This is an optimization exercise on Yosys and OpenROAD, whose aim is small area, a short achievable clock period and few clock cycles per item, not a production implementation. Where RTL was checked, it was by simulation tests only, not by an equivalence proof against the original.

==> flow/design.v <==
package itbt_pkg;
   localparam int VALUE_WIDTH = 32;
   localparam int MAX_TRITS   = 21;
   localparam int QW = 35;
   localparam logic [QW-1:0] POW22 = 35'd31381059609;
   localparam logic signed [QW-1:0] B_POS_Z =  35'sd1743392201;
   localparam logic signed [QW-1:0] B_NEG_Z = -35'sd1743392201;
   localparam logic signed [QW-1:0] B_POS_P =  35'sd12203745404;
   localparam logic signed [QW-1:0] B_NEG_P =  35'sd8716961002;
   localparam logic signed [QW-1:0] B_POS_N = -35'sd8716961002;
   localparam logic signed [QW-1:0] B_NEG_N = -35'sd12203745404;
endpackage
import itbt_pkg::*;
module int_to_balanced_ternary_core (
   input  logic                                    clock,
   input  logic                                    reset,
   input  logic                                    start,
   output logic                                    busy,
   input  logic signed [itbt_pkg::VALUE_WIDTH-1:0] req_value,
   output logic                                    rsp_strobe,
   output logic signed [1:0]                       rsp_trit,
   output logic                                    rsp_last_trit
);
   logic signed [QW-1:0] q_ff;
   logic                 pos_ff;       
   logic                 neg_ff;       
   logic                 nz_ff;        
   logic [4:0]           j_ff;         
   logic                 busy_ff;      
   logic                 fin_ff;       
   logic                 last_ff;      
   logic                 strobe_ff;    
   logic                 started_ff;   
   logic                 first;
   logic                 d_pos;
   logic                 d_neg;
   logic                 d_nz;
   logic [QW-1:0]        q_next;
   logic [QW-1:0]        t_pos;
   logic [QW-1:0]        t_neg;
   logic                 pos_next;
   logic                 neg_next;
   logic                 load;
   function automatic logic ge_chain(input logic [QW-1:0] a, input logic [QW-1:0] b);
      logic r;
      r = 1'b1;
      for (int i = 0; i < QW - 1; i++)
         r = (a[i] & ~b[i]) | ((a[i] | ~b[i]) & r);
      ge_chain = (~a[QW-1] & b[QW-1]) | ((~a[QW-1] | b[QW-1]) & r);
   endfunction
   assign first = (j_ff == 5'd21);
   assign d_pos = pos_ff & ~first;
   assign d_neg = neg_ff & ~first;
   assign d_nz  = nz_ff & ~first;
   always_comb begin
      logic [QW-1:0] x;
      logic [QW-1:0] s;
      logic [QW-1:0] c;
      logic [QW-1:0] b;
      logic [QW-1:0] p;
      logic [QW-1:0] gg;
      logic [QW-1:0] pp;
      logic [QW-1:0] kp;
      logic [QW-1:0] kn;
      kp = -POW22;
      kn = POW22;
      for (int i = 0; i < QW; i++)
         x[i] = (kp[i] & kn[i]) ? d_nz : (kp[i] ? d_pos : (kn[i] ? d_neg : 1'b0));
      for (int i = 0; i < QW; i++) begin
         s[i] = q_ff[i] ^ (i > 0 ? q_ff[i-1] : 1'b0) ^ x[i];
         c[i] = (i > 0) ? ((q_ff[i] & q_ff[i-1]) | (q_ff[i] & x[i]) | (q_ff[i-1] & x[i])) : (q_ff[i] & x[i]);
      end
      b  = {c[QW-2:0], 1'b0};
      p  = s ^ b;
      gg = s & b;
      pp = p;
      for (int l = 0; (1 << l) < QW; l++)
         for (int i = 0; i < QW; i++)
            if (((i >> l) & 1) == 1) begin
               gg[i] = gg[i] | (pp[i] & gg[((i >> l) << l) - 1]);
               pp[i] = pp[i] & pp[((i >> l) << l) - 1];
            end
      for (int i = 0; i < QW; i++)
         q_next[i] = p[i] ^ (i > 0 ? gg[i-1] : 1'b0);
   end
   always_comb begin
      logic [QW-1:0] pp_;
      logic [QW-1:0] pn_;
      logic [QW-1:0] pz_;
      logic [QW-1:0] np_;
      logic [QW-1:0] nn_;
      logic [QW-1:0] nz_;
      pp_ = B_POS_P;
      pn_ = B_POS_N;
      pz_ = B_POS_Z;
      np_ = B_NEG_P;
      nn_ = B_NEG_N;
      nz_ = B_NEG_Z;
      for (int i = 0; i < QW; i++) begin
         t_pos[i] = (pp_[i] & d_pos) | (pn_[i] & d_neg) | (pz_[i] & ~d_nz);
         t_neg[i] = (np_[i] & d_pos) | (nn_[i] & d_neg) | (nz_[i] & ~d_nz);
      end
   end
   assign pos_next = ge_chain(q_ff, t_pos);
   assign neg_next = ge_chain(t_neg, q_ff);
   assign load = start & ~busy_ff;
   always_ff @(posedge clock) begin
      if (reset) begin
         busy_ff   <= 1'b0;
         fin_ff    <= 1'b0;
         last_ff   <= 1'b0;
         strobe_ff <= 1'b0;
      end else begin
         busy_ff   <= load | (busy_ff & (j_ff != 5'd2));
         fin_ff    <= busy_ff & (j_ff == 5'd2);
         last_ff   <= fin_ff;
         if (fin_ff)
            strobe_ff <= 1'b1;
         else if (busy_ff)
            strobe_ff <= (started_ff & ~first) | d_nz | pos_next | neg_next;
         else
            strobe_ff <= 1'b0;
      end
   end
   always_ff @(posedge clock) begin
      if (load) begin
         q_ff <= QW'(req_value);
         j_ff <= 5'd21;
      end else begin
         q_ff <= q_next;
         j_ff <= j_ff - 5'd1;
      end
      pos_ff     <= pos_next;
      neg_ff     <= neg_next;
      nz_ff      <= pos_next | neg_next;
      started_ff <= (started_ff & ~first) | d_nz;
   end
   assign busy          = busy_ff;
   assign rsp_strobe    = strobe_ff;
   assign rsp_trit      = {neg_ff, nz_ff};
   assign rsp_last_trit = last_ff;
endmodule
==> flow/config.mk <==
export PLATFORM = sky130hd
export DESIGN_NAME = int_to_balanced_ternary_core
export DESIGN_NICKNAME = int_to_balanced_ternary_core
export VERILOG_FILES = /design/flow/design.v
export SDC_FILE = /design/flow/constraint.sdc
export NUM_CORES = 4
export LEC_CHECK = 0
export ABC_AREA = 1
export CAP_MARGIN = 20
export CORE_MARGIN = 2
export CORE_UTILIZATION = 40
export SETUP_SLACK_MARGIN = 5
export SLEW_MARGIN = 20
==> flow/constraint.sdc <==
create_clock -name core_clock -period 8.5 [get_ports {clock}]
set_input_delay 1.7000 -clock core_clock [delete_from_list [all_inputs] [get_ports {clock}]]
set_output_delay 1.7000 -clock core_clock [all_outputs]
set_load 0.01 [all_outputs]
standard.sh (not shown) runs the stock make flow with config.mk's settings and CLKGATE_MAP_FILE= SYNTH_SCRIPT=/design/flow/synth_recipe.tcl, a recipe that flattens the netlist after the stock synthesis.
==> flow/flow/run.sh <==
#!/bin/bash
# Standard layout, with three changes: adders are left to ABC instead of being mapped to
# full/half adder cells, ABC's area script maps with plain "map" (flow/abc_area.script),
# and the port buffers are the smallest buffer.
set -euo pipefail
rm -rf scripts
cp -r "$FLOW_HOME/scripts" scripts
cp flow/abc_area.script scripts/abc_area.script
bash standard.sh ADDER_MAP_FILE= SCRIPTS_DIR="$PWD/scripts" \
   "BUFFER_PORTS_ARGS=-buffer_cell sky130_fd_sc_hd__buf_1" finish > standard_flow.log 2>&1
==> flow/flow/abc_area.script <==
strash
dch
map
topo
stime -c
buffer -c
upsize -c
dnsize -c
==> next run, changes <==
--- a/flow/design.v
+++ b/flow/design.v
@@ -26,4 +26,6 @@
    logic                 neg_ff;       
    logic                 nz_ff;        
+   logic                 show_neg_ff;  
+   logic                 show_nz_ff;   
    logic [4:0]           j_ff;         
    logic                 busy_ff;      
@@ -32,5 +34,4 @@
    logic                 strobe_ff;    
    logic                 started_ff;   
-   logic                 first;
    logic                 d_pos;
    logic                 d_neg;
@@ -49,8 +50,7 @@
       ge_chain = (~a[QW-1] & b[QW-1]) | ((~a[QW-1] | b[QW-1]) & r);
    endfunction
-   assign first = (j_ff == 5'd21);
-   assign d_pos = pos_ff & ~first;
-   assign d_neg = neg_ff & ~first;
-   assign d_nz  = nz_ff & ~first;
+   assign d_pos = pos_ff;
+   assign d_neg = neg_ff;
+   assign d_nz  = nz_ff;
    always_comb begin
       logic [QW-1:0] x;
@@ -118,5 +118,5 @@
             strobe_ff <= 1'b1;
          else if (busy_ff)
-            strobe_ff <= (started_ff & ~first) | d_nz | pos_next | neg_next;
+            strobe_ff <= started_ff | nz_ff | pos_next | neg_next;
          else
             strobe_ff <= 1'b0;
@@ -125,18 +125,24 @@
    always_ff @(posedge clock) begin
       if (load) begin
-         q_ff <= QW'(req_value);
-         j_ff <= 5'd21;
+         q_ff       <= QW'(req_value);
+         j_ff       <= 5'd21;
+         pos_ff     <= 1'b0;
+         neg_ff     <= 1'b0;
+         nz_ff      <= 1'b0;
+         started_ff <= 1'b0;
       end else begin
-         q_ff <= q_next;
-         j_ff <= j_ff - 5'd1;
+         q_ff       <= q_next;
+         j_ff       <= j_ff - 5'd1;
+         pos_ff     <= pos_next;
+         neg_ff     <= neg_next;
+         nz_ff      <= pos_next | neg_next;
+         started_ff <= started_ff | nz_ff;
       end
-      pos_ff     <= pos_next;
-      neg_ff     <= neg_next;
-      nz_ff      <= pos_next | neg_next;
-      started_ff <= (started_ff & ~first) | d_nz;
+      show_neg_ff <= neg_next;
+      show_nz_ff  <= pos_next | neg_next;
    end
    assign busy          = busy_ff;
    assign rsp_strobe    = strobe_ff;
-   assign rsp_trit      = {neg_ff, nz_ff};
+   assign rsp_trit      = {show_neg_ff, show_nz_ff};
    assign rsp_last_trit = last_ff;
 endmodule
What happened:
- non-clock buffer count decreases by 16
- cell count decreases by 7.2%
- via count decreases by 2.7%
- register-to-register slack improves by 140 ps
- hold slack degrades by 20 ps
No functional check of the RTL was part of any run of this note.

---

== tundra ==
int_to_balanced_ternary_core, a different RTL version from the one above (not shown whole).
Size: roughly 4700 sq um of cells after synthesis.
==> module int_to_balanced_ternary_core, before the edit <==
module int_to_balanced_ternary_core (
   input  logic                                    clock,
   input  logic                                    reset,
   input  logic                                    start,
   output logic                                    busy,
   input  logic signed [itbt_pkg::VALUE_WIDTH-1:0] req_value,
   output logic                                    rsp_strobe,
   output logic signed [1:0]                       rsp_trit,
   output logic                                    rsp_last_trit
);
   logic signed [QW-1:0] q_ff;
   logic                 pos_ff;       
   logic                 neg_ff;       
   logic                 nz_ff;        
   logic [4:0]           j_ff;         
   logic                 busy_ff;      
   logic                 strobe_ff;    
   logic                 started_ff;   
   logic [QW-1:0]        q_next;
   logic [QW-1:0]        t_pos;
   logic [QW-1:0]        t_neg;
   logic                 pos_next;
   logic                 neg_next;
   logic                 in_pos;
   logic                 in_neg;
   logic                 load;
   function automatic logic ge_var(input logic [QW-1:0] a, input logic [QW-1:0] b);
      logic [63:0] gt;
      logic [63:0] eq;
      for (int i = 0; i < 64; i++) begin
         gt[i] = 1'b0;
         eq[i] = 1'b1;
      end
      for (int i = 0; i < QW - 1; i++) begin
         gt[i] = a[i] & ~b[i];
         eq[i] = a[i] | ~b[i];
      end
      gt[QW-1] = ~a[QW-1] & b[QW-1];
      eq[QW-1] = ~a[QW-1] | b[QW-1];
      for (int l = 0; l < 6; l++)
         for (int i = 0; i < 32; i++)
            if (i < (32 >> l)) begin
               gt[i] = gt[2*i+1] | (eq[2*i+1] & gt[2*i]);
               eq[i] = eq[2*i+1] & eq[2*i];
            end
      ge_var = gt[0] | eq[0];
   endfunction
   function automatic logic ge_chain(input logic [QW-1:0] a, input logic [QW-1:0] b);
      logic r;
      r = 1'b1;
      for (int i = 0; i < QW - 1; i++)
         r = (a[i] & ~b[i]) | ((a[i] | ~b[i]) & r);
      ge_chain = (~a[QW-1] & b[QW-1]) | ((~a[QW-1] | b[QW-1]) & r);
   endfunction
   always_comb begin
      logic [QW-1:0] x;
      logic [QW-1:0] s;
      logic [QW-1:0] c;
      logic [QW-1:0] b;
      logic [QW-1:0] p;
      logic [QW-1:0] gg;
      logic [QW-1:0] pp;
      logic [QW-1:0] kp;
      logic [QW-1:0] kn;
      kp = -POW21;
      kn = POW21;
      for (int i = 0; i < QW; i++)
         x[i] = (kp[i] & kn[i]) ? nz_ff : (kp[i] ? pos_ff : (kn[i] ? neg_ff : 1'b0));
      for (int i = 0; i < QW; i++) begin
         s[i] = q_ff[i] ^ (i > 0 ? q_ff[i-1] : 1'b0) ^ x[i];
         c[i] = (i > 0) ? ((q_ff[i] & q_ff[i-1]) | (q_ff[i] & x[i]) | (q_ff[i-1] & x[i])) : (q_ff[i] & x[i]);
      end
      b  = {c[QW-2:0], 1'b0};
      p  = s ^ b;
      gg = s & b;
      pp = p;
      for (int l = 0; (1 << l) < QW; l++)
         for (int i = 0; i < QW; i++)
            if (((i >> l) & 1) == 1) begin
               gg[i] = gg[i] | (pp[i] & gg[((i >> l) << l) - 1]);
               pp[i] = pp[i] & pp[((i >> l) << l) - 1];
            end
      for (int i = 0; i < QW; i++)
         q_next[i] = p[i] ^ (i > 0 ? gg[i-1] : 1'b0);
   end
   always_comb begin
      logic [QW-1:0] pp_;
      logic [QW-1:0] pn_;
      logic [QW-1:0] pz_;
      logic [QW-1:0] np_;
      logic [QW-1:0] nn_;
      logic [QW-1:0] nz_;
      pp_ = B_POS_P;
      pn_ = B_POS_N;
      pz_ = B_POS_Z;
      np_ = B_NEG_P + 1'b1;
      nn_ = B_NEG_N + 1'b1;
      nz_ = B_NEG_Z + 1'b1;
      for (int i = 0; i < QW; i++) begin
         t_pos[i] = (pp_[i] & pos_ff) | (pn_[i] & neg_ff) | (pz_[i] & ~nz_ff);
         t_neg[i] = (np_[i] & pos_ff) | (nn_[i] & neg_ff) | (nz_[i] & ~nz_ff);
      end
   end
   assign pos_next = ge_chain(q_ff, t_pos);
   assign neg_next = ~ge_chain(q_ff, t_neg);
   assign in_pos = ge_var({{(QW-VALUE_WIDTH){req_value[VALUE_WIDTH-1]}}, req_value}, {{(QW-VALUE_WIDTH){HI[VALUE_WIDTH-1]}}, HI});
   assign in_neg = ge_var(-{{(QW-VALUE_WIDTH){HI[VALUE_WIDTH-1]}}, HI}, {{(QW-VALUE_WIDTH){req_value[VALUE_WIDTH-1]}}, req_value});
   assign load = start & ~busy_ff;
   always_ff @(posedge clock) begin
      if (reset) begin
         busy_ff   <= 1'b0;
         strobe_ff <= 1'b0;
      end else if (load) begin
         busy_ff   <= 1'b1;
         strobe_ff <= in_pos | in_neg;
      end else if (busy_ff) begin
         busy_ff   <= (j_ff != 5'd1);
         strobe_ff <= started_ff | nz_ff | pos_next | neg_next | (j_ff == 5'd1);
      end else begin
         busy_ff   <= 1'b0;
         strobe_ff <= 1'b0;
      end
   end
   always_ff @(posedge clock) begin
      if (load) begin
         q_ff       <= {{(QW-VALUE_WIDTH){req_value[VALUE_WIDTH-1]}}, req_value};
         pos_ff     <= in_pos;
         neg_ff     <= in_neg;
         nz_ff      <= in_pos | in_neg;
         j_ff       <= 5'd20;
         started_ff <= 1'b0;
      end else begin
         q_ff       <= q_next;
         pos_ff     <= pos_next;
         neg_ff     <= neg_next;
         nz_ff      <= pos_next | neg_next;
         j_ff       <= j_ff - 5'd1;
         started_ff <= started_ff | nz_ff;
      end
   end
   assign busy          = busy_ff;
   assign rsp_strobe    = strobe_ff;
   assign rsp_trit      = {neg_ff, nz_ff};
   assign rsp_last_trit = (j_ff == 5'd0);
endmodule
==> flow/config.mk <==
export PLATFORM = sky130hd
export DESIGN_NAME = int_to_balanced_ternary_core
export DESIGN_NICKNAME = int_to_balanced_ternary_core
export VERILOG_FILES = /design/flow/design.v
export SDC_FILE = /design/flow/constraint.sdc
export NUM_CORES = 4
export LEC_CHECK = 0
export ABC_AREA = 1
export CAP_MARGIN = 20
export CORE_MARGIN = 2
export CORE_UTILIZATION = 40
export SETUP_SLACK_MARGIN = 5
export SLEW_MARGIN = 20
==> flow/constraint.sdc <==
create_clock -name core_clock -period 8.5 [get_ports {clock}]
set_input_delay 1.7000 -clock core_clock [delete_from_list [all_inputs] [get_ports {clock}]]
set_output_delay 1.7000 -clock core_clock [all_outputs]
set_load 0.01 [all_outputs]
==> flow/flow/run.sh <==
#!/bin/bash
# Standard layout, with four changes: adders are left to ABC instead of being mapped to
# full/half adder cells, ABC's area script maps with plain "map" (flow/abc_area.script),
# the port buffers are the smallest buffer, and the clock tree uses small clock buffers
# without dummy loads.
set -euo pipefail
rm -rf scripts
cp -r "$FLOW_HOME/scripts" scripts
cp flow/abc_area.script scripts/abc_area.script
bash standard.sh ADDER_MAP_FILE= SCRIPTS_DIR="$PWD/scripts" \
   "BUFFER_PORTS_ARGS=-buffer_cell sky130_fd_sc_hd__buf_1" \
   "CTS_ARGS=-sink_clustering_enable -repair_clock_nets -dont_use_dummy_load -buf_list {sky130_fd_sc_hd__clkbuf_2 sky130_fd_sc_hd__clkbuf_4 sky130_fd_sc_hd__clkbuf_8} -root_buf sky130_fd_sc_hd__clkbuf_8" \
   SETUP_SLACK_MARGIN=5.25 finish > standard_flow.log 2>&1
Scripts as last shown in full above: flow/flow/abc_area.script
tundra completed; timing, DRC and antenna clean
Testbench counts of tundra, summed over its fixed seeds: cycles 50,408, conversions 2,400.
Changes in ember relative to tundra:
diff --git a/flow/design.v b/flow/design.v
--- a/flow/design.v
+++ b/flow/design.v
@@ -90,9 +90,15 @@
       pp = p;
       for (int l = 0; (1 << l) < QW; l++)
          for (int i = 0; i < QW; i++)
-            if (((i >> l) & 1) == 1) begin
-               gg[i] = gg[i] | (pp[i] & gg[((i >> l) << l) - 1]);
-               pp[i] = pp[i] & pp[((i >> l) << l) - 1];
+            if ((i + 1) % (2 << l) == 0) begin
+               gg[i] = gg[i] | (pp[i] & gg[i - (1 << l)]);
+               pp[i] = pp[i] & pp[i - (1 << l)];
+            end
+      for (int l = 5; l >= 0; l--)
+         for (int i = 0; i < QW; i++)
+            if ((i + 1) % (2 << l) == (1 << l) && i >= (2 << l)) begin
+               gg[i] = gg[i] | (pp[i] & gg[i - (1 << l)]);
+               pp[i] = pp[i] & pp[i - (1 << l)];
             end
       for (int i = 0; i < QW; i++)
          q_next[i] = p[i] ^ (i > 0 ? gg[i-1] : 1'b0);
==> notes.md <==
In the tables for ember and tundra, number of vias per cell after detailed routing reads higher with ember. Measured against each other, ember and tundra differ in share of the clock period used by the worst path after layout, the lower figure coming from tundra. Hold slack of ember is on par with tundra. Diff tundra -> ember: setup slack of the critical path after layout shrank by 0.17 ns, delay of the slowest cell on the worst path grew by 0.06 ns, met3 track utilization from global routing shrank by 0.68 points. Count of mapped cells out of synthesis: ember lower than tundra. Comparing ember and tundra, core utilization is lower on tundra. tundra vs ember, type of the worst setup path: reg2reg vs in2reg.
Only the layout flow was run in ember; the RTL was not checked for function there.

## static timing again, ports no longer ideal
In the flow no input, the clock included, has a driving cell. The finished layouts below were timed again as built, in two steps.
Step 1: set_driving_cell puts a clkbuf_16 on clock and a buf_2 on each other input, an assumption about the parent block.
Step 2 moves the port delays by t, midway between the first and last clock arrival at a register: inputs arrive t later, outputs are due t later. That takes back most of the time a late clock gives input paths.
Slacks: no drivers / after step 1 / after step 2; pairs: no drivers / after step 1.
run | t (ns) | slack for setup (ns) | cell pins on the clock port's net
the first run of note 1 | 0.343 | 5.088 / 5.088 / 5.088 | 1
the second run of note 1 | 0.344 | 5.232 / 5.232 / 5.232 | 1
tundra | 0.358 | 5.451 / 5.451 / 5.110 | 1
ember | 0.350 | 5.285 / 5.293 / 4.943 | 1
After both steps setup and hold are still met in every run listed. For ember, which loses most, drivers alone change the setup slack by +0.008 ns; drivers and shift together by -0.342 ns.
